From an optimization exercise on the open Yosys and OpenROAD flow, aimed at small area; shortcuts taken in it are not production practice. Only simulation tests tie the RTL to the original design; equivalence was not proved. Power and IR drop assume default switching activity.

==> run a <==
## playfield_rotator
module playfield_rotator #(
  parameter int ITER = 12,
  parameter int CW   = 11
) (
  input  logic                 clk,
  input  logic                 reset,
  input  logic [9:0]           angle,
  input  logic                 update,
  input  logic [7:0]           scale,
  output logic                 busy,
  output logic                 coef_done,
  input  logic                 pix_valid,
  input  logic signed [CW-1:0] pix_x,
  input  logic signed [CW-1:0] pix_y,
  output logic                 out_valid,
  output logic signed [CW-1:0] rx,
  output logic signed [CW-1:0] ry
);
  logic [3:0] t;
  always_ff @(posedge clk) begin
    if (reset)          t <= 4'd0;
    else if (update)    t <= 4'd1;
    else if (t != 4'd0) t <= t + 4'd1;
  end
  assign busy      = (t != 4'd0) && (t != 4'd15);
  assign coef_done = (t == 4'd15);
  wire t10    = (t == 4'd10);
  wire t11    = (t == 4'd11);
  wire t12    = (t == 4'd12);
  wire t13    = (t == 4'd13);
  wire t14    = (t == 4'd14);
  wire mwin   = t10 | t11 | t12 | t13;    
  wire commit = t14 && !update;
  logic [1:0]         quad;
  logic [7:0]         sq;
  logic               msg;        
  logic signed [15:0] cx, cy;     
  logic signed [15:0] cz;         
  function automatic logic [13:0] atan_lut(input logic [3:0] t_);
    case (t_)
      4'd1:    atan_lut = 14'd1297;
      4'd2:    atan_lut = 14'd651;
      4'd3:    atan_lut = 14'd326;
      4'd4:    atan_lut = 14'd163;
      4'd5:    atan_lut = 14'd81;
      4'd6:    atan_lut = 14'd41;
      4'd7:    atan_lut = 14'd20;
      4'd8:    atan_lut = 14'd10;
      4'd9:    atan_lut = 14'd5;
      default: atan_lut = 14'd0;
    endcase
  endfunction
  wire               d1 = angle[7];
  wire               d2 = d1 ? (angle[7:0] >= 8'd204) : (angle[7:0] >= 8'd53);
  logic [15:0]       x3, y3;
  logic [13:0]       k3;      
  always_comb begin
    case ({d1, d2})
  ...
==> flow/config.mk <==
export PLATFORM = sky130hd
export DESIGN_NAME = playfield_rotator
export DESIGN_NICKNAME = playfield_rotator
export VERILOG_FILES = /design/flow/design.v
export SDC_FILE = /design/flow/constraint.sdc
export NUM_CORES = 4
export LEC_CHECK = 0
export ABC_AREA = 1
export CAP_MARGIN = 20
export CORE_MARGIN = 2
export CORE_UTILIZATION = 40
export GPL_TIMING_DRIVEN = 0
export SLEW_MARGIN = 20
export SYNTH_HIERARCHICAL = 1
export SYNTH_MINIMUM_KEEP_SIZE = 0
==> flow/constraint.sdc <==
create_clock -name core_clock -period 10.0 [get_ports {clk}]
set_input_delay 2.0000 -clock core_clock [delete_from_list [all_inputs] [get_ports {clk}]]
set_output_delay 2.0000 -clock core_clock [all_outputs]
set_load 0.01 [all_outputs]
standard.sh (not shown) runs the stock make flow with config.mk's settings and CLKGATE_MAP_FILE= SYNTH_SCRIPT=/design/flow/synth_recipe.tcl, a recipe that flattens the netlist after the stock synthesis.
==> flow/flow/run.sh <==
#!/bin/bash
# The standard layout (standard.sh), with these changes:
#  - the port buffers are the smallest buffer cell (buf_1);
#  - clock tree synthesis clusters up to 16 sinks per clkbuf_8 leaf buffer and inserts no
#    dummy loads.
# standard.sh's full output goes to standard.log; ORFS keeps each step's log
# under orfs/logs.
set -e
export BUFFER_PORTS_ARGS="-buffer_cell sky130_fd_sc_hd__buf_1"
export REMOVE_ABC_BUFFERS=1
export CTS_ARGS="-sink_clustering_enable -repair_clock_nets -sink_clustering_size 16 -sink_clustering_max_diameter 70 -buf_list sky130_fd_sc_hd__clkbuf_8 -root_buf sky130_fd_sc_hd__clkbuf_16 -dont_use_dummy_load"
bash standard.sh > standard.log 2>&1
==> run b: changes against run a <==
--- a/flow/design.v
+++ b/flow/design.v
@@ -14,18 +14,20 @@
   input  logic signed [CW-1:0] pix_x,
   input  logic signed [CW-1:0] pix_y,
   output logic                 out_valid,
   output logic signed [CW-1:0] rx,
   output logic signed [CW-1:0] ry
 );
   logic [3:0] t;
+  logic [3:0] sh_r;    
   always_ff @(posedge clk) begin
-    if (reset)          t <= 4'd0;
-    else if (update)    t <= 4'd1;
-    else if (t != 4'd0) t <= t + 4'd1;
+    if (reset)          begin t <= 4'd0;        sh_r <= 4'd2;        end
+    else if (update)    begin t <= 4'd1;        sh_r <= 4'd3;        end
+    else if (t != 4'd0) begin t <= t + 4'd1;    sh_r <= t + 4'd3;    end
+    else                begin                   sh_r <= 4'd2;        end
   end
   assign busy      = (t != 4'd0) && (t != 4'd15);
   assign coef_done = (t == 4'd15);
   wire t10    = (t == 4'd10);
   wire t11    = (t == 4'd11);
   wire t12    = (t == 4'd12);
   wire t13    = (t == 4'd13);
@@ -77,15 +79,15 @@
   wire zl_10, zl_11;
   rot_fa u_zl_10 (.a(angle[5]), .b(k3[11]), .c(zl_9), .s(zl_10), .co(zl_11));
   wire zl_12, zl_13;
   rot_fa u_zl_12 (.a(angle[6]), .b(k3[12]), .c(zl_11), .s(zl_12), .co(zl_13));
   wire zl_14 = angle[7] ^ k3[13] ^ zl_13;
   assign zl_hi = {zl_14, zl_12, zl_10, zl_8, zl_6, zl_4, zl_2, zl_0};
   wire               dir = mwin | (~cz[13] & ~t14);
-  wire [3:0]         sh  = t + 4'd2;
+  wire [3:0]         sh  = sh_r;      
   wire signed [15:0] xsh = cx >>> sh;
   wire signed [15:0] ysh = cy >>> sh;
   wire [15:0]        xs  = xsh & {16{~mwin}};
   wire [15:0]        ys  = ysh & {16{~mwin}};
   wire [16:0]        xop = {17{dir}} ^ {ys[15], ys};      
   wire [15:0]        yop = {16{~dir}} ^ xs;               
   wire               ycin = ~dir;
@@ -480,16 +482,16 @@
       c <= cy;
       s <= cx;
       e <= xsum;
     end
   end
   logic               v1, v2;
   logic signed [10:0] x1, y1;
-  logic [22-1:0]  px_q, py_q;
-  wire  [22-1:0]  px_mid, py_mid;
+  logic [23-1:0]  px_q, py_q;
+  wire  [23-1:0]  px_mid, py_mid;
   wire  [12:0]        px_hi, py_hi;    
   wire [10:0] px_sc = x1 & y1;      
   wire [10:0] px_ss = ~x1 & ~y1;
   wire [10:0] px_se = x1 & ~y1;
   wire [10:0] py_sc = ~x1 & y1;     
   wire [10:0] py_ss = x1 & ~y1;
   wire [10:0] py_se = x1 & y1;
@@ -1050,17 +1052,15 @@
   rot_fa u_px_553 (.a(px_500), .b(px_501), .c(px_552), .s(px_553), .co(px_554));
   wire px_555, px_556;
   rot_fa u_px_555 (.a(px_502), .b(px_503), .c(px_554), .s(px_555), .co(px_556));
   wire px_557, px_558;
   rot_fa u_px_557 (.a(px_504), .b(px_505), .c(px_556), .s(px_557), .co(px_558));
   wire px_559, px_560;
   rot_fa u_px_559 (.a(px_506), .b(px_507), .c(px_558), .s(px_559), .co(px_560));
-  wire px_561, px_562;
-  rot_fa u_px_561 (.a(px_508), .b(px_509), .c(px_560), .s(px_561), .co(px_562));
-  assign px_mid = {px_562, px_186, px_524, px_523, px_522, px_521, px_520, px_519, px_518, px_517, px_516, px_515, px_514, px_513, px_512, px_511, px_510, px_561, px_559, px_557, px_555, px_553};
+  assign px_mid = {px_560, px_186, px_524, px_523, px_522, px_521, px_520, px_519, px_518, px_517, px_516, px_515, px_514, px_513, px_512, px_511, px_510, px_509, px_508, px_559, px_557, px_555, px_553};
   wire py_0 = ~(((py_sc[0] & c[0]) | (py_ss[0] & s[0]) | (py_se[0] & e[0])));
   wire py_1 = ~(((py_sc[0] & c[1]) | (py_ss[0] & s[1]) | (py_se[0] & e[1])));
   wire py_2 = ~(((py_sc[0] & c[2]) | (py_ss[0] & s[2]) | (py_se[0] & e[2])));
   wire py_3 = ~(((py_sc[0] & c[3]) | (py_ss[0] & s[3]) | (py_se[0] & e[3])));
   wire py_4 = ~(((py_sc[0] & c[4]) | (py_ss[0] & s[4]) | (py_se[0] & e[4])));
   wire py_5 = ~(((py_sc[0] & c[5]) | (py_ss[0] & s[5]) | (py_se[0] & e[5])));
   wire py_6 = ~(((py_sc[0] & c[6]) | (py_ss[0] & s[6]) | (py_se[0] & e[6])));
@@ -1564,49 +1564,51 @@
   rot_fa u_py_503 (.a(py_452), .b(py_453), .c(py_502), .s(py_503), .co(py_504));
   wire py_505, py_506;
   rot_fa u_py_505 (.a(py_454), .b(py_455), .c(py_504), .s(py_505), .co(py_506));
   wire py_507, py_508;
   rot_fa u_py_507 (.a(py_456), .b(py_457), .c(py_506), .s(py_507), .co(py_508));
   wire py_509, py_510;
   rot_fa u_py_509 (.a(py_458), .b(py_459), .c(py_508), .s(py_509), .co(py_510));
-  wire py_511, py_512;
-  rot_fa u_py_511 (.a(py_460), .b(py_461), .c(py_510), .s(py_511), .co(py_512));
-  assign py_mid = {py_512, py_186, py_476, py_475, py_474, py_473, py_472, py_471, py_470, py_469, py_468, py_467, py_466, py_465, py_464, py_463, py_462, py_511, py_509, py_507, py_505, py_503};
+  assign py_mid = {py_510, py_186, py_476, py_475, py_474, py_473, py_472, py_471, py_470, py_469, py_468, py_467, py_466, py_465, py_464, py_463, py_462, py_461, py_460, py_509, py_507, py_505, py_503};
   wire pxh_0, pxh_1;
-  rot_fa u_pxh_0 (.a(px_q[5]), .b(px_q[6]), .c(px_q[21]), .s(pxh_0), .co(pxh_1));
+  rot_fa u_pxh_0 (.a(px_q[4]), .b(px_q[5]), .c(px_q[22]), .s(pxh_0), .co(pxh_1));
   wire pxh_2, pxh_3;
-  rot_fa u_pxh_2 (.a(px_q[7]), .b(px_q[8]), .c(pxh_1), .s(pxh_2), .co(pxh_3));
+  rot_fa u_pxh_2 (.a(px_q[6]), .b(px_q[7]), .c(pxh_1), .s(pxh_2), .co(pxh_3));
   wire pxh_4, pxh_5;
-  rot_fa u_pxh_4 (.a(px_q[9]), .b(px_q[10]), .c(pxh_3), .s(pxh_4), .co(pxh_5));
+  rot_fa u_pxh_4 (.a(px_q[8]), .b(px_q[9]), .c(pxh_3), .s(pxh_4), .co(pxh_5));
   wire pxh_6, pxh_7;
-  rot_fa u_pxh_6 (.a(px_q[11]), .b(px_q[12]), .c(pxh_5), .s(pxh_6), .co(pxh_7));
+  rot_fa u_pxh_6 (.a(px_q[10]), .b(px_q[11]), .c(pxh_5), .s(pxh_6), .co(pxh_7));
   wire pxh_8, pxh_9;
-  rot_fa u_pxh_8 (.a(px_q[13]), .b(px_q[14]), .c(pxh_7), .s(pxh_8), .co(pxh_9));
+  rot_fa u_pxh_8 (.a(px_q[12]), .b(px_q[13]), .c(pxh_7), .s(pxh_8), .co(pxh_9));
   wire pxh_10, pxh_11;
-  rot_fa u_pxh_10 (.a(px_q[15]), .b(px_q[16]), .c(pxh_9), .s(pxh_10), .co(pxh_11));
+  rot_fa u_pxh_10 (.a(px_q[14]), .b(px_q[15]), .c(pxh_9), .s(pxh_10), .co(pxh_11));
   wire pxh_12, pxh_13;
-  rot_fa u_pxh_12 (.a(px_q[17]), .b(px_q[18]), .c(pxh_11), .s(pxh_12), .co(pxh_13));
-  wire pxh_14 = px_q[19] ^ px_q[20] ^ pxh_13;
-  assign px_hi = {pxh_14, pxh_12, pxh_10, pxh_8, pxh_6, pxh_4, pxh_2, pxh_0, px_q[4], px_q[3], px_q[2], px_q[1], px_q[0]};
+  rot_fa u_pxh_12 (.a(px_q[16]), .b(px_q[17]), .c(pxh_11), .s(pxh_12), .co(pxh_13));
+  wire pxh_14, pxh_15;
+  rot_fa u_pxh_14 (.a(px_q[18]), .b(px_q[19]), .c(pxh_13), .s(pxh_14), .co(pxh_15));
+  wire pxh_16 = px_q[20] ^ px_q[21] ^ pxh_15;
+  assign px_hi = {pxh_16, pxh_14, pxh_12, pxh_10, pxh_8, pxh_6, pxh_4, pxh_2, pxh_0, px_q[3], px_q[2], px_q[1], px_q[0]};
   wire pyh_0, pyh_1;
-  rot_fa u_pyh_0 (.a(py_q[5]), .b(py_q[6]), .c(py_q[21]), .s(pyh_0), .co(pyh_1));
+  rot_fa u_pyh_0 (.a(py_q[4]), .b(py_q[5]), .c(py_q[22]), .s(pyh_0), .co(pyh_1));
   wire pyh_2, pyh_3;
-  rot_fa u_pyh_2 (.a(py_q[7]), .b(py_q[8]), .c(pyh_1), .s(pyh_2), .co(pyh_3));
+  rot_fa u_pyh_2 (.a(py_q[6]), .b(py_q[7]), .c(pyh_1), .s(pyh_2), .co(pyh_3));
   wire pyh_4, pyh_5;
-  rot_fa u_pyh_4 (.a(py_q[9]), .b(py_q[10]), .c(pyh_3), .s(pyh_4), .co(pyh_5));
+  rot_fa u_pyh_4 (.a(py_q[8]), .b(py_q[9]), .c(pyh_3), .s(pyh_4), .co(pyh_5));
   wire pyh_6, pyh_7;
-  rot_fa u_pyh_6 (.a(py_q[11]), .b(py_q[12]), .c(pyh_5), .s(pyh_6), .co(pyh_7));
+  rot_fa u_pyh_6 (.a(py_q[10]), .b(py_q[11]), .c(pyh_5), .s(pyh_6), .co(pyh_7));
   wire pyh_8, pyh_9;
-  rot_fa u_pyh_8 (.a(py_q[13]), .b(py_q[14]), .c(pyh_7), .s(pyh_8), .co(pyh_9));
+  rot_fa u_pyh_8 (.a(py_q[12]), .b(py_q[13]), .c(pyh_7), .s(pyh_8), .co(pyh_9));
   wire pyh_10, pyh_11;
-  rot_fa u_pyh_10 (.a(py_q[15]), .b(py_q[16]), .c(pyh_9), .s(pyh_10), .co(pyh_11));
+  rot_fa u_pyh_10 (.a(py_q[14]), .b(py_q[15]), .c(pyh_9), .s(pyh_10), .co(pyh_11));
   wire pyh_12, pyh_13;
-  rot_fa u_pyh_12 (.a(py_q[17]), .b(py_q[18]), .c(pyh_11), .s(pyh_12), .co(pyh_13));
-  wire pyh_14 = py_q[19] ^ py_q[20] ^ pyh_13;
-  assign py_hi = {pyh_14, pyh_12, pyh_10, pyh_8, pyh_6, pyh_4, pyh_2, pyh_0, py_q[4], py_q[3], py_q[2], py_q[1], py_q[0]};
+  rot_fa u_pyh_12 (.a(py_q[16]), .b(py_q[17]), .c(pyh_11), .s(pyh_12), .co(pyh_13));
+  wire pyh_14, pyh_15;
+  rot_fa u_pyh_14 (.a(py_q[18]), .b(py_q[19]), .c(pyh_13), .s(pyh_14), .co(pyh_15));
+  wire pyh_16 = py_q[20] ^ py_q[21] ^ pyh_15;
+  assign py_hi = {pyh_16, pyh_14, pyh_12, pyh_10, pyh_8, pyh_6, pyh_4, pyh_2, pyh_0, py_q[3], py_q[2], py_q[1], py_q[0]};
   function automatic logic signed [10:0] sat(input logic [12:0] v);
     if (v[12:10] == 3'b000 || v[12:10] == 3'b111) sat = v[10:0];
     else if (v[12]) sat = 11'sh400;
     else sat = 11'sh3ff;
   endfunction
   always_ff @(posedge clk) begin
     v1        <= pix_valid & ~reset;
==> flow/flow/run.sh (replaced) <==
#!/bin/bash
# The standard layout (standard.sh), with these changes:
#  - the port buffers are the smallest buffer cell (buf_1);
#  - clock tree synthesis clusters up to 25 sinks per leaf buffer and inserts no
#    dummy loads.
# standard.sh's full output goes to standard.log; ORFS keeps each step's log
# under orfs/logs.
set -e
export BUFFER_PORTS_ARGS="-buffer_cell sky130_fd_sc_hd__buf_1"
export REMOVE_ABC_BUFFERS=1
export CTS_ARGS="-sink_clustering_enable -repair_clock_nets -sink_clustering_size 25 -sink_clustering_max_diameter 100 -dont_use_dummy_load"
bash standard.sh > standard.log 2>&1
==> notes.md <==
Run b finished with timing, DRC and antenna clean. Run a completed without violations. In run b the total power is larger than in run a, by about 5%. In run a the clock power is smaller than in run b, by 9.9%. Against run a, the wire length of run b is higher by 5.4%. Of run a and run b, run b has the higher combinational power (gap 4.2%, measured against run b). Between run b and run a, the lower critical path depth is in run a (gap 10).

## port drivers added, routing unchanged
In the flow no input, the clock included, has a driving cell. The finished layouts below were timed again as built, in two steps. Step 1 (the two cells are an assumption about what drives the block):
set clk [get_ports {clk}]
set_driving_cell -lib_cell sky130_fd_sc_hd__clkbuf_16 $clk
set_driving_cell -lib_cell sky130_fd_sc_hd__buf_2 [delete_from_list [all_inputs] $clk]
Step 2 also shifts input and output timing later by t, the mid clock arrival at the registers, as if the neighbouring blocks saw the same clock. Three values: ideal ports, drivers, drivers and shift; two values: the first two.
run | shift t [ns] | setup WS [ns] | worst setup path at the end | worst register clock-pin slew, ns | worst slew at a driven data input, ns
run a | 0.554 | 0.402 / 0.402 / 0.402 | register to register | 0.11 / 0.11 | 0.05
run b | 0.556 | 0.472 / 0.472 / 0.472 | register to register | 0.10 / 0.10 | 0.05
After both steps setup and hold are still met in every run listed.
